Source: an optimization exercise on an open RTL-to-GDS flow (aim: small area). Production flows keep margins and buffers that such runs may drop. At most, simulation tests tie the RTL to the original design; equivalence was not proved. Only the layout flow was run in run 3; the RTL was not checked for function there. Power figures rest on the tool's default switching activity, not on a simulated workload. No driver is modelled on the clock port, so clocking that relies on it looks cheaper here than on a real chip.

### flow/design.v
package spiMemoryPkg;
    typedef logic [7:0] dataByte_t;
    typedef struct packed {
        logic [7-1:0] address;   
        logic                         readNotWrite;  
    } commandByte_t;
    typedef union packed {
        commandByte_t command;
        dataByte_t    data;
    } shiftWord_t;
    typedef enum logic [2:0] {
        idle, getCommand, decide, readLoad,
        readShift, writeReceive, writeStore, finish
    } controlState_t;
endpackage
`timescale 1ns/1ps
module inputConditioner (
    input  logic trigger,
    input  logic reset,
    input  logic resetValue,    
    input  logic pin,           
    output logic conditioned,   
    output logic risingEdge,    
    output logic fallingEdge    
);
    logic syncFirst;    
    logic syncSecond;   
    logic [1:0] counter;   
    always_ff @(posedge trigger) begin
        if (reset) begin
            syncFirst   <= resetValue;
            syncSecond  <= resetValue;
            conditioned <= resetValue;
            counter     <= 2'd0;
        end else begin
            syncFirst   <= pin;
            syncSecond  <= syncFirst;
            if (syncSecond == conditioned) begin
                counter <= 2'd0;   
            end else if (counter == 2'd2) begin
                conditioned <= syncSecond;   
                counter     <= 2'd3;
            end else begin
                counter <= (counter == 2'd3) ? 2'd1 : counter + 1'b1;
            end
        end
    end
    assign risingEdge  = (counter == 2'd3) &&  conditioned;
    assign fallingEdge = (counter == 2'd3) && !conditioned;
endmodule
`timescale 1ns/1ps
module spiControl (
    input  logic       trigger,
    input  logic       reset,
    input  logic       sclkRising,        
    input  logic       sclkFalling,
    input  logic       chipSelectLow,     
    input  logic       chipSelectRising,  
    input  logic       readNotWrite,      
    output logic       memWrite,
    output logic       inCommand,
    output logic       inReadShift,
    output logic [2:0] bitCount,          
    output logic       misoEnable         
);
    spiMemoryPkg::controlState_t state;
    spiMemoryPkg::controlState_t nextState;
    logic          lastBit;
    logic          shiftEnable;
    assign lastBit = (bitCount == 3'd7);
    always_comb begin
        nextState = state;
        if (chipSelectRising) begin
            nextState = spiMemoryPkg::idle;   
        end else begin
            case (state)
                spiMemoryPkg::idle:         if (chipSelectLow) nextState = spiMemoryPkg::getCommand;
                spiMemoryPkg::getCommand:   if (sclkRising && lastBit) nextState = spiMemoryPkg::decide;
                spiMemoryPkg::decide: begin
                    if (readNotWrite) begin
                        nextState = spiMemoryPkg::readLoad;
                    end else begin
                        nextState = spiMemoryPkg::writeReceive;
                    end
                end
                spiMemoryPkg::readLoad:     nextState = spiMemoryPkg::readShift;
                spiMemoryPkg::readShift:    if (sclkRising && lastBit) nextState = spiMemoryPkg::finish;
                spiMemoryPkg::writeReceive: if (sclkRising && lastBit) nextState = spiMemoryPkg::writeStore;
                spiMemoryPkg::writeStore:   nextState = spiMemoryPkg::finish;
                spiMemoryPkg::finish:       if (!chipSelectLow) nextState = spiMemoryPkg::idle;
                default:      nextState = spiMemoryPkg::idle;
            endcase
        end
    end
    assign inCommand   = (state == spiMemoryPkg::getCommand);
    assign inReadShift = (state == spiMemoryPkg::readShift);
    assign shiftEnable = sclkRising && (inCommand || inReadShift ||
                                        (state == spiMemoryPkg::writeReceive));
    assign memWrite    = (state == spiMemoryPkg::writeStore) && !chipSelectRising;
    always_ff @(posedge trigger) begin
        if (reset) begin
            state      <= spiMemoryPkg::idle;
            bitCount   <= '0;
            misoEnable <= 1'b0;
        end else begin
            state <= nextState;
            if (nextState == spiMemoryPkg::idle) begin
                bitCount <= '0;   
            end else if (shiftEnable) begin
                bitCount <= bitCount + 1'b1;   
            end
            misoEnable <= (nextState == spiMemoryPkg::readShift) && (misoEnable || sclkFalling);
        end
    end
endmodule
module spiMemory (
    input  logic trigger,
    input  logic reset,
    input  logic sclk,         
    input  logic chipSelect,   
    input  logic mosi,
    output logic miso,
    output logic misoEnable
);
    localparam int RING = 32;    
    logic sclkRising, sclkFalling;
    logic chipSelectLevel, chipSelectRising;
    logic mosiLevel;
    inputConditioner sclkCond_i (
        .trigger(trigger), .reset(reset), .resetValue(1'b0), .pin(sclk),
        .conditioned(), .risingEdge(sclkRising), .fallingEdge(sclkFalling)
    );
    inputConditioner chipSelectCond_i (
        .trigger(trigger), .reset(reset), .resetValue(1'b1), .pin(chipSelect),
        .conditioned(chipSelectLevel), .risingEdge(chipSelectRising), .fallingEdge()
    );
    inputConditioner mosiCond_i (
        .trigger(trigger), .reset(reset), .resetValue(1'b0), .pin(mosi),
        .conditioned(mosiLevel), .risingEdge(), .fallingEdge()
    );
    logic       inCommand, inReadShift, memWrite, addressLatch;
    logic [2:0] bitCount;
    spiControl control_i (
        .trigger(trigger), .reset(reset), .sclkRising(sclkRising),
        .sclkFalling(sclkFalling), .chipSelectLow(!chipSelectLevel),
        .chipSelectRising(chipSelectRising), .readNotWrite(shiftWord[0]),
        .memWrite(memWrite), .inCommand(inCommand), .inReadShift(inReadShift),
        .bitCount(bitCount), .misoEnable(misoEnable)
    );
    logic [7:0] shiftWord;
    always_ff @(posedge trigger) begin
        if (sclkRising) shiftWord <= {shiftWord[6:0], mosiLevel};
    end
    logic [6:0] address;
    assign addressLatch = inCommand && sclkRising && (bitCount == 3'd6);
    always_ff @(posedge trigger) begin
        if (addressLatch) address <= {shiftWord[5:0], mosiLevel};
    end
    logic [4:0] phase;
    always_ff @(posedge trigger) begin
        if (reset) phase <= '0;
        else       phase <= phase + 1'b1;
    end
    logic writing, clearing;
    logic [7:0] writeData;
    always_ff @(posedge trigger) begin
        if (reset) begin
            writing   <= 1'b0;
            clearing  <= 1'b1;
            writeData <= '0;
        end else begin
            if (memWrite)          writing <= 1'b1;
            else if (addressLatch) writing <= 1'b0;
            if (addressLatch)      clearing <= 1'b0;
            if (memWrite)          writeData <= shiftWord;
        end
    end
    logic       hit8, hit16, hit32;
    logic [1:0] octet;   
    assign hit8  = (phase[2:0] == ~address[2:0]);
    assign hit16 = hit8  && (phase[3] == ~address[3]);
    assign hit32 = hit16 && (phase[4] == ~address[4]);
    assign octet = address[4:3] + phase[4:3];
    logic [1023:0] mem;
    logic [3:0]    insert;   
    for (genvar r = 0; r < 4; r++) begin : g_insert
        assign insert[r] = clearing || (writing && hit32 && (address[6:5] == r));
    end
    for (genvar b = 0; b < 8; b++) begin : g_plane
        for (genvar r = 0; r < 4; r++) begin : g_ring
            localparam int BASE = (b*4 + r) * RING;
            always_ff @(posedge trigger) begin
                mem[BASE] <= insert[r] ? writeData[b] : mem[BASE + RING - 1];
                for (int p = 1; p < RING; p++) mem[BASE + p] <= mem[BASE + p - 1];
            end
        end
    end
    logic [7:0] tapBit;
    logic [7:0] capture;
    for (genvar b = 0; b < 8; b++) begin : g_tap
        localparam int PLANE = b * 4 * RING;
        logic [15:0] taps;
        for (genvar r = 0; r < 4; r++) begin : g_r
            for (genvar m = 0; m < 4; m++) begin : g_m
                assign taps[r*4 + m] = mem[PLANE + r*RING + m*8 + 7];
            end
        end
        if (b >= 6) begin : g_t8
            assign tapBit[b]  = taps[{address[6:5], octet}];
            assign capture[b] = hit8;
        end else if (b >= 4) begin : g_t16
            assign tapBit[b]  = taps[{address[6:5], octet[1], 1'b1}];
            assign capture[b] = hit16;
        end else begin : g_t32
            assign tapBit[b]  = taps[{address[6:5], 2'b11}];
            assign capture[b] = hit32;
        end
    end
    logic [7:0] readByte;
    always_ff @(posedge trigger) begin
        for (int b = 0; b < 8; b++) begin
            if (capture[b]) readByte[b] <= tapBit[b];
        end
    end
    always_ff @(posedge trigger) begin
        if (reset) begin
            miso <= 1'b0;
        end else if (inReadShift && sclkFalling) begin
            miso <= readByte[~bitCount];
        end
    end
endmodule
### flow/run.sh
#!/bin/bash
# synth_recipe.tcl (not shown) runs the flow's synth.tcl, then flattens the netlist and writes it again
# the make line also repeats each setting of config.mk as NAME=value (left out here)
make -C /OpenROAD-flow-scripts/flow DESIGN_CONFIG=/design/flow/config.mk WORK_HOME=/design/flow/orfs CLKGATE_MAP_FILE= SYNTH_SCRIPT=/design/flow/synth_recipe.tcl finish
### flow/config.mk
export PLATFORM = sky130hd
export DESIGN_NAME = spiMemory
export DESIGN_NICKNAME = spiMemory
export VERILOG_FILES = /design/flow/design.v
export SDC_FILE = /design/flow/constraint.sdc
export NUM_CORES = 4
export LEC_CHECK = 0
export CAP_MARGIN = 20
export CORE_MARGIN = 2
export CORE_UTILIZATION = 60
export CTS_BUF_LIST = sky130_fd_sc_hd__clkbuf_8
export CTS_CLUSTER_DIAMETER = 50
export CTS_CLUSTER_SIZE = 20
export SLEW_MARGIN = 20
### flow/constraint.sdc
create_clock -name core_clock -period 10.0 [get_ports {trigger}]
set_input_delay 2.0000 -clock core_clock [delete_from_list [all_inputs] [get_ports {trigger}]]
set_output_delay 2.0000 -clock core_clock [all_outputs]
set_load 0.01 [all_outputs]
==> results of run 1 <==
==> metrics by stage <==
step,cell area [um^2],cells,util (%)
3_5_place_dp,24700,1846,62.3
3_3_place_gp,24700,1846,62.3
6_report,25900,1939,65.3
2_1_floorplan,24000,1330,-
4_1_cts,25900,1939,65.3
5_1_grt,25900,1939,65.3
==> worst paths after layout <==
kind	to	from	slack, ns
max reg2reg	readByte[5]	phase[3]	6.87
max	miso	miso	6.35
min reg2reg	mem[249]	mem[248]	0.33
min	mem[249]	mem[248]	0.33
==> cells in the mapped netlist (2+ instances only) <==
cell type / instances
and2_1: 4
dfxtp_1: 1062
and3_1: 2
or2_2: 2
clkbuf_1: 9
nor2b_1: 10
xor2_1: 5
nor2_1: 29
or3_1: 2
a21o_1: 2
ha_1: 13
and2b_1: 2
nand2_1: 10
buf_2: 4
edfxtp_1: 23
mux2_2: 34
xnor2_1: 5
a21oi_1: 3
o21ai_0: 5
o22ai_1: 4
buf_6: 2
inv_1: 12
a31oi_2: 4
mux2i_1: 44
mux4_2: 10
a32o_1: 4
nand3_1: 2
nor3_1: 4
nor4_1: 2
==> cells in the final DEF (no fill, tap or decap), drive strengths merged, types with 10 or more instances in the layout <==
| cell type | n |
|---|---|
| dfxtp | 1062 |
| clkbuf | 71 |
| mux2i | 44 |
| mux2 | 34 |
| nor2 | 29 |
| edfxtp | 23 |
| inv | 23 |
| ha | 13 |
| nand2 | 10 |
| mux4 | 10 |
| nor2b | 10 |
==> power groups by stage <==
| stage | sequential (mW) | clock, mW | combinational (mW) |
|---|---|---|---|
| floorplan | 4.44 | 0 | 0.00804 |
| global placement | 4.44 | 0 | 0.0114 |
| detailed placement | 4.44 | 0 | 0.0116 |
| CTS | 4.34 | 2.02 | 0.0117 |
| global route | 4.34 | 2.18 | 0.0126 |
| finish | 4.34 | 1.94 | 0.0115 |
==> layer usage <==
metal,share of wire [%],GRT usage [%],up-vias
met4,3.8,7.43,0
met3,3.3,3.27,74
met2,40,19.4,105
met1,53,20.2,4062
met5,0,0,-
li1,-,-,4341
==> final cells by class <==
cell class	instances	area share (%)
Clock buffer	71	3.78
Clock inverter	22	0.798
Inverter	12	0.174
Multi-Input combinational cell	218	7.62
Sequential cell	1085	84.9
Tap cell	525	2.54
Timing Repair Buffer	6	0.232
==> flip-flops by register name, indices dropped and copies added, names as in the netlist, 2 cells and up <==
| signal | flops |
|---|---|
| address | 7 |
| shiftWord | 8 |
| writeData | 8 |
| mosiCond_i.counter | 2 |
| sclkCond_i.counter | 2 |
| readByte | 8 |
| chipSelectCond_i.counter | 2 |
| phase | 5 |
| control_i.bitCount | 3 |
| mem | 1024 |
| control_i.state | 3 |
==> kinds of logic after synthesis <==
| family | count (synthesis) | share of synthesized area, % |
|---|---|---|
| adders and majority gates | 13 | 0.677 |
| and+or+nand+nor | 76 | 1.67 |
| DFF | 1085 | 91.3 |
| muxes | 88 | 4.36 |
| buffers and inverters | 27 | 0.505 |
| AOI/OAI and AO/OA | 29 | 0.952 |
| xor gates and xnor gates | 12 | 0.526 |
==> results.sh, run 1 <==
export IMPL_core_mm2=0.0396
export IMPL_cts_resized=0
export IMPL_switching_share_pct=19.4
export IMPL_portBuffers=6
export IMPL_clkTransAtPathRegs_ns=0.11
export IMPL_core_rowCount=73
export IMPL_layout_min_cycle_time_ns=3.65
export IMPL_yosysWarnings=3
export IMPL_yosysTopAreaCell="dfxtp_1"
export IMPL_drt_pass1_iterations=4
export IMPL_routed_wl_um=27500
export IMPL_outcome="no timing/DRC/antenna violations"
export IMPL_finClkSkew_ns=0.0190
export IMPL_worst_r2r_cell_count=4
export IMPL_start_util_pct=60.6
export IMPL_area_growth_pct=7.60
export IMPL_route_detailed_drc=0
export IMPL_hold_path_depth=0
export IMPL_worst_path_stages=1
export IMPL_drv_cap=0
export IMPL_hold_viol_final=0
export IMPL_nNetsFinal=1408
export IMPL_peakVddDrop_v=0.000165
export IMPL_worst_setup_path_type="flop to output pin"
export IMPL_crit_required_ns=8.00
export IMPL_hold_ws_ns=0.325
export IMPL_p_comb_share_pct=0.2
export IMPL_drtIter0Drc=418
export IMPL_synth_ff_latch_count=1085
export IMPL_clock_root_buffer="clkbuf_8"
export IMPL_worst_setup_path_end_kind="output pin"
export IMPL_synth_yosys_seq_area_share_pct=91.3
export IMPL_synth_edff_count=23
export IMPL_grt_antenna_before_repair=1
export IMPL_synth_area_leaders="dfxtp_1, edfxtp_1, mux2i_1"
export IMPL_diodes=0
export IMPL_ant_nets=0
export IMPL_setup_viol=0
export IMPL_internal_power_mw=5.06
export IMPL_crit_family="buffers and inverters"
export IMPL_grt_use_total_pct=13.9
export IMPL_die_y_um=204
export IMPL_via_per_inst=4.43
export IMPL_hp_class="flop to flop"
export IMPL_syn_nets=1348
export IMPL_multi_input_comb_area_mm2=0.00197
export IMPL_seq_area_mm2=0.0220
export IMPL_arrival_ns=1.65
export IMPL_die_area_mm2=0.0417
export IMPL_powerDensity_mw_per_mm2=243
export IMPL_pin_count=7
export IMPL_fmax_mhz=274
export IMPL_post_cts_buffers=0
export IMPL_slowest_delay_ns=0.59
export IMPL_cts_tree="yes"
export IMPL_synth_cell_type_count=45
export IMPL_cts_buffers_inserted=67
export IMPL_slew_violations=0
export IMPL_nFillCells=2825
export IMPL_cts_hold_buf=0
export IMPL_synth_ff_type="dfxtp_1"
export IMPL_post_drt_wl_per_cell_um=14.2
export IMPL_p_switching_mw=1.22
export IMPL_crit_fanout=2
export IMPL_power_share_sequential_pct=69.0
export IMPL_post_route_period_util_pct=36.5
export IMPL_die_w_um=204
export IMPL_vias=8582
export IMPL_tightest_slew_ns=0.997
export IMPL_synthesis_area_mm2=0.0240
export IMPL_rsz0062_at_grt="no"
export IMPL_clkPwrFrac_pct=30.8
export IMPL_fin_total_pwr_mw=6.28
export IMPL_fin_setup_tns_ns=0
export IMPL_clock_latency_ns=0.64
export IMPL_postSynthAreaPerCell_um2=18.1
export IMPL_dp_hpwl_um=16000
export IMPL_pre_cts_ws_ns=6.01
export IMPL_cts_path_max_buffers=3
export IMPL_fin_ws_ns=6.35
export IMPL_crit_path_top_delay_cell="clkdlybuf4s50_1"
export IMPL_gp_congestion=0.740
export IMPL_async_reset_ff_share_pct=0
export IMPL_p_leak_nw=10.2
export IMPL_drive_above_1_share_pct=9.97
export IMPL_grt_pass1_vias=8456
export IMPL_synthCells=1330
export IMPL_clock_sinks=1085
export IMPL_cp_start_kind="flop"
export IMPL_grt_pass1_wl_um=44200
export IMPL_htreeDepth=3
export IMPL_cp_cell_sequence="clkdlybuf4s50_1"
export IMPL_cp_buffers_inverters=1
export IMPL_slew_headroom_pct=33.5
export IMPL_grt_ovfl_total=0
export IMPL_synth_top_area_share_pct=88.4
export IMPL_grt_max_degree=25
==> inputs of run 2 (changes only) <==
==> flow/flow/run.sh (new file) <==
#!/bin/bash
# Standard layout, with clock tree synthesis arguments of our own:
# clkbuf_8 leaf clusters and no dummy loads.
set -euo pipefail
export CTS_ARGS="-sink_clustering_enable -repair_clock_nets -dont_use_dummy_load -sink_clustering_size 20 -sink_clustering_max_diameter 50 -buf_list sky130_fd_sc_hd__clkbuf_8"
bash standard.sh > standard.log 2>&1
==> flow/standard.sh (new file) <==
#!/bin/bash
# synth_recipe.tcl (not shown) runs the flow's synth.tcl, then flattens the netlist and writes it again
# the make line also repeats each setting of config.mk as NAME=value (left out here)
make -C /OpenROAD-flow-scripts/flow DESIGN_CONFIG=/design/flow/config.mk WORK_HOME=/design/flow/orfs CLKGATE_MAP_FILE= SYNTH_SCRIPT=/design/flow/synth_recipe.tcl "${@:-finish}"
--- a/flow/config.mk
+++ b/flow/config.mk
@@ -8,7 +8,4 @@
 export CAP_MARGIN = 20
 export CORE_MARGIN = 2
 export CORE_UTILIZATION = 60
-export CTS_BUF_LIST = sky130_fd_sc_hd__clkbuf_8
-export CTS_CLUSTER_DIAMETER = 50
-export CTS_CLUSTER_SIZE = 20
 export SLEW_MARGIN = 20
removed: flow/run.sh
==> run 2 against run 1 <==
Sequential power hardly changed. Fmax is 1.4% higher. Utilization is 0.66 points lower. Hold slack worse by 0.032 ns. Register-to-register slack hardly changed. Via count is 0.66% lower. Largest power group unchanged.
==> results.sh, run 2 <==
export IMPL_postSynthAreaPerCell_um2=18.1
export IMPL_internal_power_mw=4.95
export IMPL_grt_ovfl_total=0
export IMPL_yosysTopAreaCell="dfxtp_1"
export IMPL_synth_edff_count=23
export IMPL_grt_antenna_before_repair=1
export IMPL_worst_r2r_cell_count=4
export IMPL_async_reset_ff_share_pct=0
export IMPL_clock_latency_ns=0.64
export IMPL_vias=8525
export IMPL_portBuffers=6
export IMPL_worst_setup_path_end_kind="output pin"
export IMPL_finClkSkew_ns=0.0489
export IMPL_die_area_mm2=0.0417
export IMPL_min_from="mem[962]"
export IMPL_pin_count=7
export IMPL_hold_viol_final=0
export IMPL_core_rowCount=73
export IMPL_drv_cap=0
export IMPL_area_growth_pct=6.52
export IMPL_yosys_top_cells_count="dfxtp_1, mux2i_1, mux2_2"
export IMPL_ant_nets=0
export IMPL_r2r_start="phase[3]"
export IMPL_largest_reg_flops=1024
export IMPL_tightest_slew_ns=0.982
export IMPL_rsz0062_at_grt="no"
export IMPL_routed_wl_um=27300
export IMPL_htreeDepth=3
export IMPL_peakVddDrop_v=0.000165
export IMPL_grt_pass1_wl_um=43800
export IMPL_yosysWarnings=3
export IMPL_reg2reg_slack_ns=6.87
export IMPL_p_comb_share_pct=0.2
export IMPL_drive_above_1_share_pct=8.72
export IMPL_top_register="mem"
export IMPL_nNetsFinal=1408
export IMPL_syn_nets=1348
export IMPL_synthCells=1330
export IMPL_slew_violations=0
export IMPL_fin_ws_ns=6.40
export IMPL_via_per_inst=4.46
export IMPL_synth_area_leaders="dfxtp_1, edfxtp_1, mux2i_1"
export IMPL_switching_share_pct=18.8
export IMPL_core_mm2=0.0396
export IMPL_p_leak_nw=10.1
export IMPL_nFillCells=2857
export IMPL_cts_resized=0
export IMPL_hp_class="flop to flop"
export IMPL_fmax_mhz=278
export IMPL_grt_pass1_vias=8415
export IMPL_drt_pass1_iterations=4
export IMPL_clock_root_buffer="clkbuf_8"
export IMPL_outcome="no timing/DRC/antenna violations"
export IMPL_grt_max_degree=25
export IMPL_worstHoldEndpoint="mem[963]"
export IMPL_clkPwrFrac_pct=28.7
export IMPL_drtIter0Drc=333
export IMPL_layout_min_cycle_time_ns=3.60
export IMPL_p_switching_mw=1.15
export IMPL_crit_family="buffers and inverters"
export IMPL_seq_area_mm2=0.0220
export IMPL_slew_headroom_pct=34.5
export IMPL_powerDensity_mw_per_mm2=238
export IMPL_cp_start_kind="flop"
export IMPL_mostFrequentLayoutCell="dfxtp_1"
export IMPL_die_y_um=204
export IMPL_cts_tree="yes"
export IMPL_cts_hold_buf=0
export IMPL_crit_required_ns=8.00
export IMPL_cts_path_max_buffers=3
export IMPL_cts_buffers_inserted=67
export IMPL_gp_congestion=0.740
export IMPL_hold_path_depth=0
export IMPL_synth_ff_latch_count=1085
export IMPL_dp_hpwl_um=16000
export IMPL_setup_viol=0
export IMPL_diodes=0
export IMPL_post_drt_wl_per_cell_um=14.3
export IMPL_synth_ff_type="dfxtp_1"
export IMPL_design_area_mm2=0.0256
export IMPL_worst_setup_path_type="flop to output pin"
export IMPL_yosysMostFrequentCell="dfxtp_1"
export IMPL_layout_common_cells="dfxtp_1, clkbuf_8, mux2i_1"
export IMPL_clkTransAtPathRegs_ns=0.10
export IMPL_synth_cell_type_count=45
export IMPL_grt_use_total_pct=13.8
export IMPL_multi_input_comb_area_mm2=0.00197
export IMPL_placed_cell_area_mm2=0.0247
export IMPL_synth_yosys_seq_area_share_pct=91.3
export IMPL_slowest_delay_ns=0.60
export IMPL_cp_cell_sequence="clkdlybuf4s50_1"
export IMPL_crit_fanout=2
export IMPL_cp_buffers_inverters=1
export IMPL_fin_setup_tns_ns=0
export IMPL_die_w_um=204
export IMPL_power_share_sequential_pct=71.1
export IMPL_synthesis_area_mm2=0.0240
export IMPL_hold_ws_ns=0.293
export IMPL_r2r_end="readByte[5]"
export IMPL_route_detailed_drc=0
export IMPL_post_route_period_util_pct=36.0
export IMPL_pre_cts_ws_ns=6.01
export IMPL_post_cts_buffers=0
export IMPL_clock_sinks=1085
export IMPL_crit_path_top_delay_cell="clkdlybuf4s50_1"
export IMPL_start_util_pct=60.6
export IMPL_synth_top_area_share_pct=88.4
export IMPL_arrival_ns=1.60
[run 2: cells by family (layout without fill, tap and decap cells)]
group	Yosys count	count (layout)	share of synthesized area, %
fa+ha+maj	13	13	0.677
simple gates	76	76	1.67
flops	1085	1085	91.3
mux	88	88	4.36
buf+inv	27	85	0.505
xor+xnor	12	12	0.526
compound gates	29	29	0.952
[run 2: layout make-up]
| cell class | instances | area share (%) |
|---|---|---|
| clock buffers | 67 | 3.60 |
| inverters | 12 | 0.176 |
| multi-input cells | 218 | 7.70 |
| flip-flops and latches | 1085 | 85.7 |
| well taps | 525 | 2.57 |
| repair buffers | 6 | 0.235 |
[run 2: worst max-delay path by stage]
stage / slack, ns / startpoint / to / cells past startpoint
floorplan: 7.42 / reset / chipSelectCond_i.syncFirst / 2
global placement: 6.03 / reset / control_i.misoEnable / 4
detailed placement: 6.01 / reset / control_i.misoEnable / 4
CTS: 6.32 / miso / miso / 1
global route: 6.31 / miso / miso / 1
finish: 6.40 / miso / miso / 1
[run 2: through the flow]
| stage | utilization [%] | instances | power (mW) |
|---|---|---|---|
| finish | 64.6 | 1913 | 6.09 |
| global route | 64.6 | 1913 | 6.34 |
| CTS | 64.6 | 1913 | 6.18 |
| detailed placement | 62.3 | 1846 | 4.45 |
| global placement | 62.3 | 1846 | 4.45 |
| floorplan | - | 1330 | 4.44 |
[run 2: layer usage]
metal	wire length (um)	GRT usage [%]	vias up
met2	10900	19.2	105
met3	1030	3.16	84
met4	1130	7.48	0
met1	14200	20.0	4023
li1	-	-	4313
met5	0	0	-
[run 2: power by group through the flow]
stage                     logic, mW  registers [mW]  clock network, mW
final                        0.0114            4.34               1.75
after global routing         0.0126            4.34               1.99
after CTS                    0.0117            4.34               1.83
after detailed placement     0.0116            4.44                  0
after global placement       0.0114            4.44                  0
after floorplan             0.00804            4.44                  0
==> inputs of run 3 (changes only) <==
--- a/flow/design.v
+++ b/flow/design.v
@@ -165,15 +165,14 @@
     logic [7:0] writeData;
     always_ff @(posedge trigger) begin
         if (reset) begin
-            writing   <= 1'b0;
-            clearing  <= 1'b1;
-            writeData <= '0;
+            writing  <= 1'b0;
+            clearing <= 1'b1;
         end else begin
             if (memWrite)          writing <= 1'b1;
             else if (addressLatch) writing <= 1'b0;
             if (addressLatch)      clearing <= 1'b0;
-            if (memWrite)          writeData <= shiftWord;
-        end
+        end
+        if (memWrite) writeData <= shiftWord;
     end
     logic       hit8, hit16, hit32;
     logic [1:0] octet;   
@@ -190,7 +189,7 @@
         for (genvar r = 0; r < 4; r++) begin : g_ring
             localparam int BASE = (b*4 + r) * RING;
             always_ff @(posedge trigger) begin
-                mem[BASE] <= insert[r] ? writeData[b] : mem[BASE + RING - 1];
+                mem[BASE] <= insert[r] ? (writeData[b] && !clearing) : mem[BASE + RING - 1];
                 for (int p = 1; p < RING; p++) mem[BASE + p] <= mem[BASE + p - 1];
             end
         end
==> run 3 against run 2 <==
Cell count increased by 1.7%. Critical path depth is the same. Sequential power about the same. Synthesized cell count increased by 2.5%. Power rose by 0.16%. Largest power group unchanged.
==> results.sh, run 3 <==
export IMPL_fin_setup_tns_ns=0
export IMPL_clock_latency_ns=0.63
export IMPL_synth_cell_type_count=48
export IMPL_vias=8704
export IMPL_grt_max_degree=42
export IMPL_area_growth_pct=6.46
export IMPL_hold_ws_ns=0.265
export IMPL_routed_wl_um=28200
export IMPL_synth_simple_area_share_pct=2.79
export IMPL_synthCells=1363
export IMPL_met1_usage_pct=21.0
export IMPL_layout_min_cycle_time_ns=3.48
export IMPL_yosys_top_cells_count="dfxtp_1, mux2i_1, nand2b_1"
export IMPL_setup_viol=0
export IMPL_largest_reg_flops=1024
export IMPL_crit_required_ns=8.00
export IMPL_grt_pass1_vias=8684
export IMPL_clock_root_buffer="clkbuf_8"
export IMPL_cts_path_max_buffers=3
export IMPL_p_leak_nw=10.2
export IMPL_design_area_mm2=0.0258
export IMPL_synth_area_leaders="dfxtp_1, edfxtp_1, mux2i_1"
export IMPL_clock_sinks=1085
export IMPL_post_route_period_util_pct=34.8
export IMPL_route_detailed_drc=0
export IMPL_cp_start_kind="flop"
export IMPL_portBuffers=6
export IMPL_finClkSkew_ns=0.0504
export IMPL_grt_antenna_before_repair=0
export IMPL_hp_class="flop to flop"
export IMPL_cts_resized=0
export IMPL_dp_hpwl_um=16400
export IMPL_hold_viol_final=0
export IMPL_core_rowCount=73
export IMPL_slew_headroom_pct=30.9
export IMPL_core_mm2=0.0398
export IMPL_drive_above_1_share_pct=6.13
export IMPL_cp_buffers_inverters=1
export IMPL_powerDensity_mw_per_mm2=236
export IMPL_postSynthAreaPerCell_um2=17.8
export IMPL_fmax_mhz=288
export IMPL_synth_edff_count=31
export IMPL_busiest_layer="met1"
export IMPL_mostFrequentLayoutCell="dfxtp_1"
export IMPL_worst_setup_path_type="flop to output pin"
export IMPL_cts_hold_buf=0
export IMPL_yosys_area_share_adder_pct=0.670
export IMPL_placed_cell_area_mm2=0.0249
export IMPL_drv_cap=0
export IMPL_synth_ff_type="dfxtp_1"
export IMPL_crit_family="buffers and inverters"
export IMPL_via_per_inst=4.48
export IMPL_synth_compound_area_share_pct=0.773
export IMPL_outcome="no timing/DRC/antenna violations"
export IMPL_synthMuxAreaShare_pct=3.93
export IMPL_grt_use_met3_pct=3.74
export IMPL_peakVddDrop_v=0.000181
export IMPL_yosys_area_share_xor_xnor_pct=0.521
export IMPL_die_y_um=205
export IMPL_crit_fanout=2
export IMPL_synthesis_area_mm2=0.0243
export IMPL_top_register="mem"
export IMPL_cts_buffers_inserted=67
export IMPL_slowest_delay_ns=0.54
export IMPL_nNetsFinal=1439
export IMPL_drt_pass1_iterations=4
export IMPL_synth_ff_latch_count=1085
export IMPL_die_w_um=205
export IMPL_grt_ovfl_total=0
export IMPL_yosysWarnings=3
export IMPL_tightest_slew_ns=1.04
export IMPL_clkTransAtPathRegs_ns=0.11
export IMPL_synth_top_area_share_pct=86.9
export IMPL_arrival_ns=1.48
export IMPL_gp_congestion=0.737
export IMPL_ant_nets=0
export IMPL_start_util_pct=60.9
export IMPL_yosysTopAreaCell="dfxtp_1"
export IMPL_layout_common_cells="dfxtp_1, mux2i_1, clkbuf_8"
export IMPL_met2_usage_pct=20.0
export IMPL_rsz0062_at_grt="no"
export IMPL_synth_top_family_by_area="multiplexers"
export IMPL_syn_nets=1381
export IMPL_drtIter0Drc=387
export IMPL_async_reset_ff_share_pct=0
export IMPL_slew_violations=0
export IMPL_post_drt_wl_per_cell_um=14.5
export IMPL_yosysMostFrequentCell="dfxtp_1"
export IMPL_die_area_mm2=0.0421
export IMPL_grt_use_total_pct=14.2
export IMPL_crit_path_top_delay_cell="clkdlybuf4s50_1"
export IMPL_htreeDepth=3
export IMPL_synth_yosys_seq_area_share_pct=90.8
export IMPL_cp_cell_sequence="clkdlybuf4s50_1"
export IMPL_cts_tree="yes"
export IMPL_post_cts_buffers=0
export IMPL_grt_pass1_wl_um=45200
export IMPL_pin_count=7
export IMPL_worst_setup_path_end_kind="output pin"
[run 3: cell types whose count changed in the layout (fill, tap and decap cells not counted), sizes merged, moves of 4 or more]
cell and change:
nor2 -5, edfxtp +8, dfxtp -8, a31oi -4, nand4 +4, o21ai -4
mux2i +25, nand2b +41, mux2 -32
[run 3: cell type report]
| cell class | instances | area (um^2) |
|---|---|---|
| clock buffers | 67 | 922 |
| fillers | 2848 | 14000 |
| inverters | 13 | 48.8 |
| well taps | 525 | 657 |
| multi-input cells | 247 | 2110 |
| repair buffers | 7 | 67.6 |
| diodes | 1 | 2.50 |
| flip-flops and latches | 1085 | 22000 |
[run 3: logic make-up after synthesis]
logic type	count (synthesis)
flip-flops	1085
AND/OR/NAND/NOR	116
multiplexers	81
buffers and inverters	31
AO/OA/AOI/OAI	25
adder cells (fa/ha/maj)	13
XOR/XNOR	12
[run 3: per-layer routing]
layer	vias up	routed length, um
met4	0	871
met3	74	1020
li1	4423	-
met1	4118	15300
met2	89	11100
met5	-	0
[run 3: final timing paths]
check                                          start          end  slack, ns  cells past startpoint
worst max register to register              phase[3]  readByte[5]       6.84                      4
worst min register to register              mem[864]     mem[865]       0.27                      0
worst min-delay path                        mem[864]     mem[865]       0.27                      0
worst max-delay path            control_i.misoEnable   misoEnable       6.52                      1
[run 3: through the flow]
step,utilization [%],worst slack (ns),instances,power (mW)
floorplan,-,7.05,1363,4.45
global route,64.9,6.44,1944,6.33
global placement,62.6,6.25,1877,4.45
finish,64.9,6.52,1945,6.11
detailed placement,62.6,6.19,1877,4.45
CTS,64.9,6.45,1944,6.19
[run 3: report_power, final]
group | internal [mW] | total, mW | switching [mW]
sequential | 4.34 | 4.34 | 0.00254
clock | 0.608 | 1.75 | 1.15
combinational | 0.00517 | 0.0107 | 0.00551
==> inputs of run 4 (changes only) <==
--- a/flow/design.v
+++ b/flow/design.v
@@ -161,8 +161,7 @@
         if (reset) phase <= '0;
         else       phase <= phase + 1'b1;
     end
-    logic writing, clearing;
-    logic [7:0] writeData;
+    logic writing, clearing, busy;
     always_ff @(posedge trigger) begin
         if (reset) begin
             writing  <= 1'b0;
@@ -172,8 +171,8 @@
             else if (addressLatch) writing <= 1'b0;
             if (addressLatch)      clearing <= 1'b0;
         end
-        if (memWrite) writeData <= shiftWord;
-    end
+    end
+    assign busy = writing || clearing;
     logic       hit8, hit16, hit32;
     logic [1:0] octet;   
     assign hit8  = (phase[2:0] == ~address[2:0]);
@@ -189,7 +188,7 @@
         for (genvar r = 0; r < 4; r++) begin : g_ring
             localparam int BASE = (b*4 + r) * RING;
             always_ff @(posedge trigger) begin
-                mem[BASE] <= insert[r] ? (writeData[b] && !clearing) : mem[BASE + RING - 1];
+                mem[BASE] <= insert[r] ? dataByte[b] : mem[BASE + RING - 1];
                 for (int p = 1; p < RING; p++) mem[BASE + p] <= mem[BASE + p - 1];
             end
         end
@@ -215,17 +214,23 @@
             assign capture[b] = hit32;
         end
     end
-    logic [7:0] readByte;
-    always_ff @(posedge trigger) begin
-        for (int b = 0; b < 8; b++) begin
-            if (capture[b]) readByte[b] <= tapBit[b];
+    logic [7:0] dataByte;
+    always_ff @(posedge trigger) begin
+        if (reset) begin
+            dataByte <= '0;
+        end else if (memWrite) begin
+            dataByte <= shiftWord;
+        end else if (!busy) begin
+            for (int b = 0; b < 8; b++) begin
+                if (capture[b]) dataByte[b] <= tapBit[b];
+            end
         end
     end
     always_ff @(posedge trigger) begin
         if (reset) begin
             miso <= 1'b0;
         end else if (inReadShift && sclkFalling) begin
-            miso <= readByte[~bitCount];
+            miso <= dataByte[~bitCount];
         end
     end
 endmodule
==> run 4 against run 3 <==
Highest routed layer unchanged. Wire length decreased by 6.3%. Clock-buffer cell count is 1 lower. Hold slack gained 0.043 ns. Critical endpoint is now miso.
==> results.sh, run 4 <==
export IMPL_worst_setup_path_end_kind="output pin"
export IMPL_async_reset_ff_share_pct=0
export IMPL_tightest_slew_ns=0.937
export IMPL_drive_above_1_share_pct=9.19
export IMPL_yosys_top_cells_count="dfxtp_1, mux2_2, nor2_1"
export IMPL_postSynthAreaPerCell_um2=17.9
export IMPL_route_detailed_drc=0
export IMPL_clock_sinks=1077
export IMPL_layout_common_cells="dfxtp_1, clkbuf_8, mux2_2"
export IMPL_peakVddDrop_v=0.000162
export IMPL_crit_fanout=2
export IMPL_grt_antenna_before_repair=1
export IMPL_cp_start_kind="flop"
export IMPL_p_leak_nw=9.92
export IMPL_synth_top_area_share_pct=89.8
export IMPL_largest_reg_flops=1024
export IMPL_worst_setup_path_type="flop to output pin"
export IMPL_hold_path_depth=0
export IMPL_crit_start="miso"
export IMPL_synth_ff_type="dfxtp_1"
export IMPL_synth_edff_count=15
export IMPL_nNetsFinal=1402
export IMPL_outcome="no timing/DRC/antenna violations"
export IMPL_grt_pass1_vias=8295
export IMPL_fin_cells=1901
export IMPL_fmax_mhz=279
export IMPL_worst_r2r_cell_count=4
export IMPL_synth_ff_latch_count=1077
export IMPL_clock_root_buffer="clkbuf_8"
export IMPL_slew_violations=0
export IMPL_yosysMostFrequentCell="dfxtp_1"
export IMPL_clock_latency_ns=0.63
export IMPL_reg2reg_slack_ns=7.30
export IMPL_hp_class="flop to flop"
export IMPL_portBuffers=6
export IMPL_cp_buffers_inverters=1
export IMPL_powerDensity_mw_per_mm2=239
export IMPL_hold_viol_final=0
export IMPL_r2r_end="mem[384]"
export IMPL_slowest_delay_ns=0.56
export IMPL_syn_nets=1342
export IMPL_yosysWarnings=3
export IMPL_area_growth_pct=6.61
export IMPL_synth_cell_type_count=44
export IMPL_start_util_pct=61.0
export IMPL_htreeDepth=3
export IMPL_min_from="mem[422]"
export IMPL_r2r_start="address[3]"
export IMPL_cts_tree="yes"
export IMPL_pin_count=7
export IMPL_yosysTopAreaCell="dfxtp_1"
export IMPL_post_route_period_util_pct=35.8
export IMPL_finClkSkew_ns=0.0524
export IMPL_worstHoldEndpoint="mem[423]"
export IMPL_synthCells=1324
export IMPL_slew_headroom_pct=37.3
export IMPL_clkTransAtPathRegs_ns=0.11
export IMPL_crit_family="buffers and inverters"
export IMPL_mostFrequentLayoutCell="dfxtp_1"
export IMPL_crit_required_ns=8.00
export IMPL_die_w_um=203
export IMPL_gp_congestion=0.734
export IMPL_die_y_um=203
export IMPL_ant_nets=0
export IMPL_drv_cap=0
export IMPL_drt_pass1_iterations=4
export IMPL_fin_ws_ns=6.42
export IMPL_cts_path_max_buffers=3
export IMPL_layout_min_cycle_time_ns=3.58
export IMPL_post_drt_wl_per_cell_um=13.9
export IMPL_grt_max_degree=34
export IMPL_routed_wl_um=26500
export IMPL_grt_use_total_pct=13.6
export IMPL_largestRegisters="mem (1024), dataByte (8), shiftWord (8)"
export IMPL_via_per_inst=4.47
export IMPL_die_area_mm2=0.0411
export IMPL_cts_hold_buf=0
export IMPL_grt_pass1_wl_um=43000
export IMPL_top_register="mem"
export IMPL_pre_cts_ws_ns=6.40
export IMPL_cts_resized=0
export IMPL_dp_hpwl_um=15200
export IMPL_place_inst=1834
export IMPL_arrival_ns=1.58
export IMPL_rsz0062_at_grt="no"
export IMPL_grt_ovfl_total=0
export IMPL_fin_setup_tns_ns=0
export IMPL_core_rowCount=72
export IMPL_core_mm2=0.0388
export IMPL_crit_path_top_delay_cell="clkdlybuf4s50_1"
export IMPL_synthesis_area_mm2=0.0237
export IMPL_cts_buffers_inserted=66
export IMPL_vias=8504
export IMPL_hold_ws_ns=0.308
export IMPL_synth_area_leaders="dfxtp_1, edfxtp_1, mux2_2"
export IMPL_setup_viol=0
export IMPL_cp_cell_sequence="clkdlybuf4s50_1"
export IMPL_synth_yosys_seq_area_share_pct=91.7
export IMPL_post_cts_buffers=0
export IMPL_drtIter0Drc=352
run 4: changes by cell type after synthesis, moves of 7 or more:
cell / before / now
mux2i_1: 69 / 12
mux2_2: 0 / 36
nand2b_1: 42 / 6
edfxtp_1: 31 / 15
buf_2: 2 / 11
clkbuf_1: 13 / 5
dfxtp_1: 1054 / 1062
nand3_1: 2 / 10
nor2_1: 24 / 31
run 4: final cells by class:
| class | instances | area [um^2] |
|---|---|---|
| repair buffers | 9 | 82.6 |
| clock buffers | 66 | 908 |
| diodes | 1 | 2.50 |
| fillers | 2713 | 13600 |
| inverters | 13 | 48.8 |
| flip-flops and latches | 1077 | 21700 |
| multi-input cells | 217 | 1840 |
| well taps | 518 | 648 |
run 4: worst max-delay path by stage:
stage | slack, ns | depth (start not counted) | endpoint
after global placement | 6.42 | 6 | control_i.bitCount[1]
after floorplan | 7.28 | 4 | control_i.bitCount[1]
final | 6.42 | 1 | miso
after global routing | 6.33 | 1 | miso
after CTS | 6.35 | 1 | miso
after detailed placement | 6.40 | 6 | control_i.bitCount[1]
run 4: per-layer routing:
metal / GRT usage, % / up-vias / wire length [um]
li1: - / 4295 / -
met1: 20.4 / 4029 / 14400
met2: 18.2 / 108 / 10100
met3: 3.79 / 72 / 1030
met4: 6.49 / 0 / 979
met5: 0 / - / 0
run 4: per-stage QoR:
| stage | instance area [um^2] | power [mW] | utilization (%) |
|---|---|---|---|
| detailed placement | 24300 | 4.41 | 62.7 |
| floorplan | 23700 | 4.40 | - |
| finish | 25200 | 6.03 | 65.0 |
| global placement | 24300 | 4.41 | 62.7 |
| CTS | 25200 | 6.12 | 65.0 |
| global route | 25200 | 6.27 | 65.0 |
run 4: logic make-up after synthesis:
group                      count (synthesis)  synth area share [%]
xor gates and xnor gates                  12                 0.444
adders and majority gates                 13                 0.687
and+or+nand+nor                           90                  1.84
buffers and inverters                     30                 0.534
muxes                                     61                  3.46
AOI/OAI and AO/OA                         41                  1.35
DFF                                     1077                  91.7
run 4: report_power, final:
part | leakage [nW] | internal (mW) | total, mW | switching, mW
registers | 8.69 | 4.30 | 4.30 | 0.00198
clock network | 0.475 | 0.599 | 1.72 | 1.12
logic | 0.762 | 0.00510 | 0.0106 | 0.00546
total | 9.92 | 4.90 | 6.03 | 1.13
==> inputs of run 5 (changes only) <==
==> flow/flow/run.sh (replaced) <==
#!/bin/bash
# Standard layout, with clock tree synthesis arguments of our own.
set -euo pipefail
export CTS_ARGS="-sink_clustering_enable -repair_clock_nets -dont_use_dummy_load -sink_clustering_size 36 -sink_clustering_max_diameter 60 -buf_list sky130_fd_sc_hd__clkbuf_16"
bash standard.sh > standard.log 2>&1
==> run 5 against run 4 <==
Utilization grew 0.37 points. Synthesized area unchanged. Wire length fell by 0.46%. Hold slack worse by 0.020 ns. Global-route usage is 0.21 points lower. Design area grew 0.56%. Synthesized cell count unchanged. Power rose by 2.7%. First-iteration DRC count grew 2.0%.
==> results.sh, run 5 <==
export IMPL_grt_use_total_pct=13.4
export IMPL_die_w_um=203
export IMPL_ant_nets=0
export IMPL_cts_tree="yes"
export IMPL_clkTransAtPathRegs_ns=0.12
export IMPL_largestRegisters="mem (1024), dataByte (8), shiftWord (8)"
export IMPL_hold_ws_ns=0.288
export IMPL_finClkSkew_ns=0.0526
export IMPL_worst_path_stages=1
export IMPL_slew_headroom_pct=38.8
export IMPL_rsz0062_at_grt="no"
export IMPL_grt_pass1_vias=8133
export IMPL_p_comb_share_pct=0.2
export IMPL_setup_viol=0
export IMPL_die_area_mm2=0.0411
export IMPL_cts_buffers_inserted=42
export IMPL_hp_class="flop to flop"
export IMPL_yosysWarnings=3
export IMPL_synth_top_area_share_pct=89.8
export IMPL_peakVddDrop_v=0.000216
export IMPL_tightest_slew_ns=0.915
export IMPL_cp_buffers_inverters=1
export IMPL_dp_hpwl_um=15200
export IMPL_grt_pass1_wl_um=42600
export IMPL_post_drt_wl_per_cell_um=14.0
export IMPL_cp_start_kind="flop"
export IMPL_cts_path_max_buffers=3
export IMPL_synth_yosys_seq_area_share_pct=91.7
export IMPL_grt_antenna_before_repair=1
export IMPL_htreeDepth=2
export IMPL_seq_area_mm2=0.0217
export IMPL_power_share_sequential_pct=69.3
export IMPL_clock_sinks=1077
export IMPL_synthesis_area_mm2=0.0237
export IMPL_routed_wl_um=26300
export IMPL_yosysTopAreaCell="dfxtp_1"
export IMPL_synth_cell_type_count=44
export IMPL_p_leak_nw=9.97
export IMPL_outcome="no timing/DRC/antenna violations"
export IMPL_drive_above_1_share_pct=7.58
export IMPL_hold_path_depth=0
export IMPL_slew_violations=0
export IMPL_route_detailed_drc=0
export IMPL_fin_total_pwr_mw=6.20
export IMPL_powerDensity_mw_per_mm2=244
export IMPL_multi_input_comb_area_mm2=0.00184
export IMPL_die_y_um=203
export IMPL_mostFrequentLayoutCell="dfxtp_1"
export IMPL_synth_edff_count=15
export IMPL_synth_area_leaders="dfxtp_1, edfxtp_1, mux2_2"
export IMPL_drtIter0Drc=359
export IMPL_via_per_inst=4.43
export IMPL_worst_setup_path_type="flop to output pin"
export IMPL_area_growth_pct=7.21
export IMPL_crit_required_ns=8.00
export IMPL_cts_hold_buf=0
export IMPL_grt_ovfl_total=0
export IMPL_layout_common_cells="dfxtp_1, clkbuf_16, mux2_2"
export IMPL_drv_cap=0
export IMPL_crit_family="buffers and inverters"
export IMPL_pin_count=7
export IMPL_grt_max_degree=37
export IMPL_vias=8316
export IMPL_synth_ff_latch_count=1077
export IMPL_clkPwrFrac_pct=30.5
export IMPL_largest_reg_flops=1024
export IMPL_internal_power_mw=5.06
export IMPL_core_mm2=0.0388
export IMPL_synthCells=1324
export IMPL_fmax_mhz=282
export IMPL_fin_setup_tns_ns=0
export IMPL_cp_cell_sequence="clkdlybuf4s50_1"
export IMPL_arrival_ns=1.55
export IMPL_clock_latency_ns=0.60
export IMPL_slowest_delay_ns=0.56
export IMPL_crit_fanout=2
export IMPL_portBuffers=6
export IMPL_p_switching_mw=1.14
export IMPL_top_register="mem"
export IMPL_utilization_pct=65.4
export IMPL_yosys_top_cells_count="dfxtp_1, mux2_2, nor2_1"
export IMPL_post_route_period_util_pct=35.5
export IMPL_nNetsFinal=1378
export IMPL_hold_viol_final=0
export IMPL_crit_path_top_delay_cell="clkdlybuf4s50_1"
export IMPL_yosysMostFrequentCell="dfxtp_1"
export IMPL_reg2reg_slack_ns=7.36
export IMPL_worst_setup_path_end_kind="output pin"
export IMPL_clock_root_buffer="clkbuf_16"
export IMPL_cts_resized=0
export IMPL_post_cts_buffers=0
export IMPL_gp_congestion=0.734
export IMPL_layout_min_cycle_time_ns=3.55
export IMPL_switching_share_pct=18.4
export IMPL_syn_nets=1342
export IMPL_synth_ff_type="dfxtp_1"
export IMPL_async_reset_ff_share_pct=0
export IMPL_nFillCells=2671
export IMPL_postSynthAreaPerCell_um2=17.9
export IMPL_core_rowCount=72
export IMPL_drt_pass1_iterations=4
export IMPL_worst_r2r_cell_count=4
export IMPL_start_util_pct=61.0
==> run 5: power groups by stage <==
stage,sequential (mW),combinational [mW],clock [mW]
floorplan,4.40,0.00697,0
global placement,4.40,0.0103,0
detailed placement,4.40,0.0107,0
CTS,4.30,0.0108,1.96
global route,4.30,0.0121,2.10
finish,4.30,0.0105,1.89
==> run 5: cells by family after synthesis <==
kind of cell               after synthesis  synth area share, %
xor gates and xnor gates                12                0.444
buffers and inverters                   30                0.534
and+or+nand+nor                         90                 1.84
muxes                                   61                 3.46
adders and majority gates               13                0.687
DFF                                   1077                 91.7
AOI/OAI and AO/OA                       41                 1.35
==> run 5: worst paths after layout <==
| check | start | endpoint |
|---|---|---|
| setup / recovery | miso | miso |
| hold / removal | mem[485] | mem[486] |
| setup reg to reg | address[3] | mem[0] |
| hold reg to reg | mem[485] | mem[486] |
==> run 5: layout make-up <==
cell class,instances,area share (%)
inverter,13,0.192
tap,518,2.55
antenna,1,0.00986
timing repair buffer,9,0.325
sequential,1077,85.5
clock buffer,42,4.14
multi-input combinational,217,7.26
==> run 5: per-stage QoR <==
step / setup slack [ns] / cell area (um^2) / std cells
2_1_floorplan: 7.28 / 23700 / 1324
3_3_place_gp: 6.42 / 24300 / 1834
3_5_place_dp: 6.40 / 24300 / 1834
4_1_cts: 6.40 / 25400 / 1876
5_1_grt: 6.40 / 25400 / 1876
6_report: 6.45 / 25400 / 1877
==> run 5: layer usage <==
metal	up-vias	global-route usage (%)	part of all wire (%)
li1	4256	-	-
met1	3916	20.5	55
met2	82	18.4	38
met3	62	2.70	3.6
met4	0	6.07	3.5
met5	-	0	0
==> run 5: worst register-to-register path: stages (launching register included) <==
cell	delay, ns
edfxtp_1	0.38
ha_1	0.69
nand3_1	0.27
o41ai_4	0.79
mux2_2	0.42
==> inputs of run 6 (changes only) <==
--- a/flow/design.v
+++ b/flow/design.v
@@ -56,60 +56,58 @@
     input  logic       sclkFalling,
     input  logic       chipSelectLow,     
     input  logic       chipSelectRising,  
-    input  logic       readNotWrite,      
+    input  logic       mosiLevel,         
     output logic       memWrite,
     output logic       inCommand,
     output logic       inReadShift,
+    output logic       inWrite,           
     output logic [2:0] bitCount,          
     output logic       misoEnable         
 );
-    spiMemoryPkg::controlState_t state;
-    spiMemoryPkg::controlState_t nextState;
-    logic          lastBit;
-    logic          shiftEnable;
-    assign lastBit = (bitCount == 3'd7);
+    localparam logic [2:0] IDLE        = 3'b000;
+    localparam logic [2:0] COMMAND     = 3'b001;
+    localparam logic [2:0] READ_SHIFT  = 3'b011;
+    localparam logic [2:0] WRITE_RECV  = 3'b101;
+    localparam logic [2:0] WRITE_STORE = 3'b100;
+    localparam logic [2:0] FINISH      = 3'b110;
+    logic [2:0] state;
+    logic [2:0] nextState;
+    logic       byteDone;
+    assign byteDone = sclkRising && (bitCount == 3'd7);
     always_comb begin
         nextState = state;
         if (chipSelectRising) begin
-            nextState = spiMemoryPkg::idle;   
+            nextState = IDLE;   
         end else begin
             case (state)
-                spiMemoryPkg::idle:         if (chipSelectLow) nextState = spiMemoryPkg::getCommand;
-                spiMemoryPkg::getCommand:   if (sclkRising && lastBit) nextState = spiMemoryPkg::decide;
-                spiMemoryPkg::decide: begin
-                    if (readNotWrite) begin
-                        nextState = spiMemoryPkg::readLoad;
-                    end else begin
-                        nextState = spiMemoryPkg::writeReceive;
-                    end
-                end
-                spiMemoryPkg::readLoad:     nextState = spiMemoryPkg::readShift;
-                spiMemoryPkg::readShift:    if (sclkRising && lastBit) nextState = spiMemoryPkg::finish;
-                spiMemoryPkg::writeReceive: if (sclkRising && lastBit) nextState = spiMemoryPkg::writeStore;
-                spiMemoryPkg::writeStore:   nextState = spiMemoryPkg::finish;
-                spiMemoryPkg::finish:       if (!chipSelectLow) nextState = spiMemoryPkg::idle;
-                default:      nextState = spiMemoryPkg::idle;
+                IDLE:        if (chipSelectLow) nextState = COMMAND;
+                COMMAND:     if (byteDone) nextState = mosiLevel ? READ_SHIFT : WRITE_RECV;
+                READ_SHIFT:  if (byteDone) nextState = FINISH;
+                WRITE_RECV:  if (byteDone) nextState = WRITE_STORE;
+                WRITE_STORE: nextState = FINISH;
+                FINISH:      nextState = FINISH;
+                default:     nextState = IDLE;
             endcase
         end
     end
-    assign inCommand   = (state == spiMemoryPkg::getCommand);
-    assign inReadShift = (state == spiMemoryPkg::readShift);
-    assign shiftEnable = sclkRising && (inCommand || inReadShift ||
-                                        (state == spiMemoryPkg::writeReceive));
-    assign memWrite    = (state == spiMemoryPkg::writeStore) && !chipSelectRising;
-    always_ff @(posedge trigger) begin
-        if (reset) begin
-            state      <= spiMemoryPkg::idle;
+    assign inCommand   = (state == COMMAND);
+    assign inReadShift = (state == READ_SHIFT);
+    assign inWrite     = (state == WRITE_RECV) || (state == WRITE_STORE);
+    assign memWrite    = (state == WRITE_STORE) && !chipSelectRising;
+    always_ff @(posedge trigger) begin
+        if (reset) begin
+            state      <= IDLE;
             bitCount   <= '0;
             misoEnable <= 1'b0;
         end else begin
             state <= nextState;
-            if (nextState == spiMemoryPkg::idle) begin
+            if (state == IDLE) begin
                 bitCount <= '0;   
-            end else if (shiftEnable) begin
+            end else if (sclkRising && (inCommand || inReadShift || (state == WRITE_RECV))) begin
                 bitCount <= bitCount + 1'b1;   
             end
-            misoEnable <= (nextState == spiMemoryPkg::readShift) && (misoEnable || sclkFalling);
+            misoEnable <= inReadShift && !chipSelectRising &&
+                          (sclkFalling || (misoEnable && !byteDone));
         end
     end
 endmodule
@@ -138,18 +136,19 @@
         .trigger(trigger), .reset(reset), .resetValue(1'b0), .pin(mosi),
         .conditioned(mosiLevel), .risingEdge(), .fallingEdge()
     );
-    logic       inCommand, inReadShift, memWrite, addressLatch;
+    logic       inCommand, inReadShift, inWrite, memWrite, addressLatch;
     logic [2:0] bitCount;
     spiControl control_i (
         .trigger(trigger), .reset(reset), .sclkRising(sclkRising),
         .sclkFalling(sclkFalling), .chipSelectLow(!chipSelectLevel),
-        .chipSelectRising(chipSelectRising), .readNotWrite(shiftWord[0]),
+        .chipSelectRising(chipSelectRising), .mosiLevel(mosiLevel),
         .memWrite(memWrite), .inCommand(inCommand), .inReadShift(inReadShift),
+        .inWrite(inWrite),
         .bitCount(bitCount), .misoEnable(misoEnable)
     );
-    logic [7:0] shiftWord;
-    always_ff @(posedge trigger) begin
-        if (sclkRising) shiftWord <= {shiftWord[6:0], mosiLevel};
+    logic [5:0] shiftWord;
+    always_ff @(posedge trigger) begin
+        if (sclkRising) shiftWord <= {shiftWord[4:0], mosiLevel};
     end
     logic [6:0] address;
     assign addressLatch = inCommand && sclkRising && (bitCount == 3'd6);
@@ -218,8 +217,8 @@
     always_ff @(posedge trigger) begin
         if (reset) begin
             dataByte <= '0;
-        end else if (memWrite) begin
-            dataByte <= shiftWord;
+        end else if (inWrite) begin
+            if (sclkRising) dataByte <= {dataByte[6:0], mosiLevel};
         end else if (!busy) begin
             for (int b = 0; b < 8; b++) begin
                 if (capture[b]) dataByte[b] <= tapBit[b];
==> flow/flow/run.sh (replaced) <==
#!/bin/bash
# Standard layout, with our own clock tree synthesis arguments and
# a plain buffer on each port.
set -euo pipefail
export CTS_ARGS="-sink_clustering_enable -repair_clock_nets -dont_use_dummy_load -sink_clustering_size 22 -sink_clustering_max_diameter 40 -buf_list sky130_fd_sc_hd__clkbuf_8 -root_buf sky130_fd_sc_hd__clkbuf_16"
export BUFFER_PORTS_ARGS="-buffer_cell sky130_fd_sc_hd__buf_1"
bash standard.sh > standard.log 2>&1
==> run 6 against run 5 <==
Still clean on timing, DRC and antenna. Power up 1.2%. Clock-buffer cell count up 40. Clock power up 5%. Fmax up 16%. Cell count up 1.9%. Sequential power about the same. Sequential share of layout area down 0.39 points. Hold slack worse by 0.013 ns. Non-clock buffer count down 2. Wire length up 1.7%. Critical endpoint unchanged. Largest cell class unchanged.
==> results.sh, run 6 <==
export IMPL_crit_family="flip-flops"
export IMPL_start_util_pct=61.0
export IMPL_ant_nets=0
export IMPL_pre_cts_ws_ns=7.09
export IMPL_cp_cell_sequence="buf_1"
export IMPL_async_reset_ff_share_pct=0
export IMPL_met2_usage_pct=18.2
export IMPL_top_register="mem"
export IMPL_synth_top_family_by_area="multiplexers"
export IMPL_slew_violations=0
export IMPL_min_from="mem[888]"
export IMPL_worst_setup_path_type="flop to output pin"
export IMPL_r2r_start="address[5]"
export IMPL_vias=8613
export IMPL_nFillCells=2746
export IMPL_drtIter0Drc=425
export IMPL_synth_compound_area_share_pct=1.53
export IMPL_hp_class="flop to flop"
export IMPL_yosys_area_share_adder_pct=0.689
export IMPL_synthMuxAreaShare_pct=3.32
export IMPL_synth_top_area_share_pct=90.0
export IMPL_fmax_mhz=327
export IMPL_largest_reg_flops=1024
export IMPL_switching_share_pct=18.6
export IMPL_hold_path_depth=0
export IMPL_grt_pass1_wl_um=43400
export IMPL_mostFrequentLayoutCell="dfxtp_1"
export IMPL_met1_usage_pct=20.9
export IMPL_yosys_area_share_xor_xnor_pct=0.445
export IMPL_synthesis_area_mm2=0.0236
export IMPL_portBuffers=6
export IMPL_power_share_sequential_pct=68.3
export IMPL_cts_buffers_inserted=82
export IMPL_largestRegisters="mem (1024), dataByte (8), address (7)"
export IMPL_worst_setup_path_end_kind="output pin"
export IMPL_post_route_period_util_pct=30.5
export IMPL_busiest_layer="met1"
export IMPL_p_switching_mw=1.17
export IMPL_tightest_slew_ns=1.11
export IMPL_outcome="no timing/DRC/antenna violations"
export IMPL_clock_latency_ns=0.57
export IMPL_drv_cap=0
export IMPL_post_cts_buffers=0
export IMPL_layout_min_cycle_time_ns=3.05
export IMPL_syn_nets=1340
export IMPL_yosysTopAreaCell="dfxtp_1"
export IMPL_rsz0062_at_grt="no"
export IMPL_drt_pass1_iterations=4
export IMPL_layout_common_cells="dfxtp_1, clkbuf_8, mux2_2"
export IMPL_cp_buffers_inverters=1
export IMPL_grt_use_met3_pct=3.76
export IMPL_pin_count=7
export IMPL_die_y_um=202
export IMPL_post_drt_wl_per_cell_um=14.0
export IMPL_yosys_top_cells_count="dfxtp_1, mux2_2, nor2_1"
export IMPL_die_area_mm2=0.0410
export IMPL_area_growth_pct=7.67
export IMPL_crit_fanout=2
export IMPL_grt_ovfl_total=0
export IMPL_hold_ws_ns=0.275
export IMPL_synthCells=1322
export IMPL_internal_power_mw=5.11
export IMPL_fin_setup_tns_ns=0
export IMPL_clkTransAtPathRegs_ns=0.11
export IMPL_synth_area_leaders="dfxtp_1, mux2_2, edfxtp_1"
export IMPL_grt_max_degree=31
export IMPL_route_detailed_drc=0
export IMPL_utilization_pct=65.6
export IMPL_cts_hold_buf=0
export IMPL_clkPwrFrac_pct=31.5
export IMPL_p_leak_nw=10.0
export IMPL_grt_use_total_pct=13.8
export IMPL_dp_hpwl_um=15600
export IMPL_cts_resized=0
export IMPL_gp_congestion=0.758
export IMPL_slowest_delay_ns=0.34
export IMPL_grt_pass1_vias=8438
export IMPL_hold_viol_final=0
export IMPL_drive_above_1_share_pct=9.97
export IMPL_yosysMostFrequentCell="dfxtp_1"
export IMPL_synth_ff_type="dfxtp_1"
export IMPL_die_w_um=202
export IMPL_r2r_end="dataByte[6]"
export IMPL_synth_edff_count=13
export IMPL_fin_total_pwr_mw=6.28
export IMPL_diodes=0
export IMPL_worst_r2r_cell_count=5
export IMPL_cts_path_max_buffers=3
export IMPL_powerDensity_mw_per_mm2=247
export IMPL_arrival_ns=1.05
export IMPL_routed_wl_um=26800
export IMPL_worstHoldEndpoint="mem[889]"
export IMPL_cts_tree="yes"
export IMPL_reg2reg_slack_ns=7.49
export IMPL_core_mm2=0.0387
export IMPL_seq_area_mm2=0.0217
export IMPL_grt_antenna_before_repair=1
export IMPL_clock_root_buffer="clkbuf_16"
export IMPL_synth_cell_type_count=47
export IMPL_crit_required_ns=8.00
export IMPL_core_rowCount=72
export IMPL_postSynthAreaPerCell_um2=17.9
export IMPL_peakVddDrop_v=0.000170
export IMPL_via_per_inst=4.50
export IMPL_synth_ff_latch_count=1075
export IMPL_setup_viol=0
export IMPL_finClkSkew_ns=0.0531
export IMPL_synth_simple_area_share_pct=1.76
export IMPL_multi_input_comb_area_mm2=0.00183
export IMPL_nNetsFinal=1414
export IMPL_crit_path_top_delay_cell="dfxtp_1"
export IMPL_yosysWarnings=3
export IMPL_clock_sinks=1075
export IMPL_synth_yosys_seq_area_share_pct=91.7
export IMPL_p_comb_share_pct=0.1
export IMPL_slew_headroom_pct=25.7
export IMPL_fin_ws_ns=6.95
export IMPL_htreeDepth=3
export IMPL_cp_start_kind="flop"
## run 6: worst max path at each step
stage | from | end | slack, ns | depth (start not counted)
6_report | miso | miso | 6.95 | 1
5_1_grt | miso | miso | 6.86 | 1
4_1_cts | miso | miso | 6.89 | 1
3_5_place_dp | reset | control_i.state[2] | 7.09 | 4
3_3_place_gp | reset | control_i.state[2] | 7.16 | 4
2_1_floorplan | reset | control_i.bitCount[0] | 7.38 | 3
## run 6: final cells by class
cell class	instances	area share, %
clock buffer	82	4.84
inverter	11	0.162
multi-input combinational	219	7.20
sequential	1075	85.1
tap	518	2.55
timing repair buffer	7	0.118
## run 6: kinds of logic after synthesis
logic type / after synthesis
AO/OA/AOI/OAI: 49
XOR/XNOR: 12
adder cells (fa/ha/maj): 13
buffers and inverters: 28
flip-flops: 1075
multiplexers: 59
AND/OR/NAND/NOR: 86
## run 6: metrics by stage
step,std cells,area (um^2)
final,1912,25400
after global routing,1912,25400
after CTS,1912,25400
after detailed placement,1830,24200
after global placement,1830,24200
after floorplan,1322,23600
## run 6: power by group through the flow
stage,registers (mW),logic (mW),clock network [mW]
floorplan,4.39,0.00664,0
finish,4.29,0.00882,1.98
detailed placement,4.39,0.00887,0
global route,4.29,0.0104,2.23
global placement,4.39,0.00862,0
CTS,4.29,0.00897,2.07
## run 6: metal layers
metal  share of wire (%)  up-vias  wire length [um]
met5                   0        -                 0
met4                 3.6        0               959
met3                 4.6       77              1230
met2                  38      123             10300
met1                  53     4097             14300
li1                    -     4316                 -
==> inputs of run 7 (changes only) <==
==> flow/flow/run.sh (replaced) <==
#!/bin/bash
# Standard layout, with our own clock tree synthesis arguments and
# a plain buffer on each port.
set -euo pipefail
export CTS_ARGS="-sink_clustering_enable -repair_clock_nets -dont_use_dummy_load -sink_clustering_size 20 -sink_clustering_max_diameter 50 -buf_list sky130_fd_sc_hd__clkbuf_8"
export BUFFER_PORTS_ARGS="-buffer_cell sky130_fd_sc_hd__buf_1"
bash standard.sh > standard.log 2>&1
--- a/flow/config.mk
+++ b/flow/config.mk
@@ -7,5 +7,5 @@
 export LEC_CHECK = 0
 export CAP_MARGIN = 20
 export CORE_MARGIN = 2
-export CORE_UTILIZATION = 60
+export CORE_UTILIZATION = 70
 export SLEW_MARGIN = 20
==> run 7 against run 6 <==
Wire length shrank 1.2%. Register-to-register slack gained 0.05 ns. Power shrank 5.2%. Critical path depth is the same. Cell count shrank 4.7%. First-iteration DRC count grew 14%. Design area shrank 1.9%. Setup slack lost 0.11 ns. Clock power shrank 17%. Via count shrank 1.9%. Clock skew shrank 0.00057 ns. Clock-buffer cell count shrank 21. Critical endpoint unchanged.
==> results.sh, run 7 <==
export IMPL_outcome="no timing/DRC/antenna violations"
export IMPL_cp_buffers_inverters=1
export IMPL_post_route_period_util_pct=31.7
export IMPL_hold_path_depth=0
export IMPL_finClkSkew_ns=0.0525
export IMPL_layout_min_cycle_time_ns=3.17
export IMPL_grt_antenna_before_repair=1
export IMPL_cp_cell_sequence="buf_1"
export IMPL_crit_family="flip-flops"
export IMPL_postSynthAreaPerCell_um2=17.9
export IMPL_pre_cts_ws_ns=7.07
export IMPL_clock_root_buffer="clkbuf_8"
export IMPL_crit_path_top_delay_cell="dfxtp_1"
export IMPL_vias=8453
export IMPL_synthesis_area_mm2=0.0236
export IMPL_gp_congestion=0.776
export IMPL_cts_resized=0
export IMPL_core_rowCount=67
export IMPL_r2r_start="address[5]"
export IMPL_synth_top_area_share_pct=90.0
export IMPL_grt_use_total_pct=15.5
export IMPL_worstHoldEndpoint="mem[546]"
export IMPL_layout_common_cells="dfxtp_1, clkbuf_8, mux2_2"
export IMPL_worst_setup_path_type="flop to output pin"
export IMPL_portBuffers=6
export IMPL_dp_hpwl_um=15900
export IMPL_area_growth_pct=5.67
export IMPL_crit_fanout=2
export IMPL_clkTransAtPathRegs_ns=0.10
export IMPL_synth_ff_type="dfxtp_1"
export IMPL_hold_viol_final=0
export IMPL_cts_path_max_buffers=3
export IMPL_drive_above_1_share_pct=8.59
export IMPL_tightest_slew_ns=1.01
export IMPL_peakVddDrop_v=0.000228
export IMPL_pin_count=7
export IMPL_utilization_pct=74.8
export IMPL_post_cts_buffers=0
export IMPL_post_drt_wl_per_cell_um=14.5
export IMPL_drtIter0Drc=485
export IMPL_clock_sinks=1075
export IMPL_slowest_delay_ns=0.34
export IMPL_drt_pass1_iterations=4
export IMPL_largest_reg_flops=1024
export IMPL_p_leak_nw=9.84
export IMPL_top_register="mem"
export IMPL_crit_required_ns=8.00
export IMPL_fmax_mhz=316
export IMPL_synth_area_leaders="dfxtp_1, mux2_2, edfxtp_1"
export IMPL_synth_yosys_seq_area_share_pct=91.7
export IMPL_yosysTopAreaCell="dfxtp_1"
export IMPL_crit_start="miso"
export IMPL_rsz0062_at_grt="no"
export IMPL_synth_cell_type_count=47
export IMPL_async_reset_ff_share_pct=0
export IMPL_min_from="mem[545]"
export IMPL_largestRegisters="mem (1024), dataByte (8), address (7)"
export IMPL_worst_path_stages=1
export IMPL_fin_ws_ns=6.83
export IMPL_start_util_pct=70.8
export IMPL_slew_violations=0
export IMPL_yosysMostFrequentCell="dfxtp_1"
export IMPL_yosys_top_cells_count="dfxtp_1, mux2_2, nor2_1"
export IMPL_route_detailed_drc=0
export IMPL_multi_input_comb_area_mm2=0.00183
export IMPL_worst_r2r_cell_count=4
export IMPL_worst_setup_path_end_kind="output pin"
export IMPL_cts_buffers_inserted=61
export IMPL_die_area_mm2=0.0352
export IMPL_ant_nets=0
export IMPL_fin_setup_tns_ns=0
==> run 7: cell types whose count changed in the layout (fill, tap and decap cells not counted) <==
cell	before	now
clkbuf_8	73	61
diode_2	0	2
clkbuf_16	9	0
==> run 7: layout make-up <==
class | instances | share of cell area [%]
clock buffer | 61 | 3.36
antenna | 2 | 0.0201
sequential | 1075 | 86.7
inverter | 11 | 0.165
tap | 448 | 2.25
multi-input combinational | 219 | 7.33
timing repair buffer | 7 | 0.120
==> run 7: logic make-up (layout without fill, tap and decap cells) <==
family,Yosys count,after routing,share of synthesized area (%)
mux,59,59,3.32
simple gates,86,86,1.76
flops,1075,1075,91.7
compound gates,49,49,1.53
xor+xnor,12,12,0.445
other cells,0,2,0
buf+inv,28,79,0.583
fa+ha+maj,13,13,0.689
==> run 7: metal layers <==
layer  GRT usage, %  vias up  share of wire [%]
met5              0        -                  0
met4           7.09        0                2.9
met3           3.33       58                3.8
met2           21.4      104                 39
met1           23.9     4024                 54
li1               -     4267                  -
==> run 7: where the power goes <==
part | switching [mW] | total, mW | internal (mW) | leakage (nW)
logic | 0.00491 | 0.00875 | 0.00383 | 0.736
registers | 0.00199 | 4.29 | 4.29 | 8.67
clock network | 1.10 | 1.65 | 0.549 | 0.439
==> run 7: worst max path at each step <==
stage | to | slack [ns]
final | miso | 6.83
after global routing | miso | 6.76
after CTS | miso | 6.75
after detailed placement | control_i.state[2] | 7.07
after global placement | control_i.state[2] | 7.16
after floorplan | control_i.bitCount[0] | 7.38
==> run 7: metrics by stage <==
step / hold slack [ns] / area, um^2 / cells / power, mW
2_1_floorplan: 0.310 / 23600 / 1322 / 4.39
3_3_place_gp: 0.310 / 24100 / 1760 / 4.40
3_5_place_dp: 0.312 / 24100 / 1760 / 4.40
4_1_cts: 0.279 / 25000 / 1821 / 6.02
5_1_grt: 0.269 / 25000 / 1821 / 6.16
6_report: 0.287 / 25000 / 1823 / 5.95

Re-timed with assumed drivers on the ports (clkbuf_16 on the clock, buf_2 on other inputs), run 7 has 6.782 ns of setup slack against 6.833 ns with ideal ports, and 7.109 ns once port delays also move by the mid clock arrival of 0.683 ns.
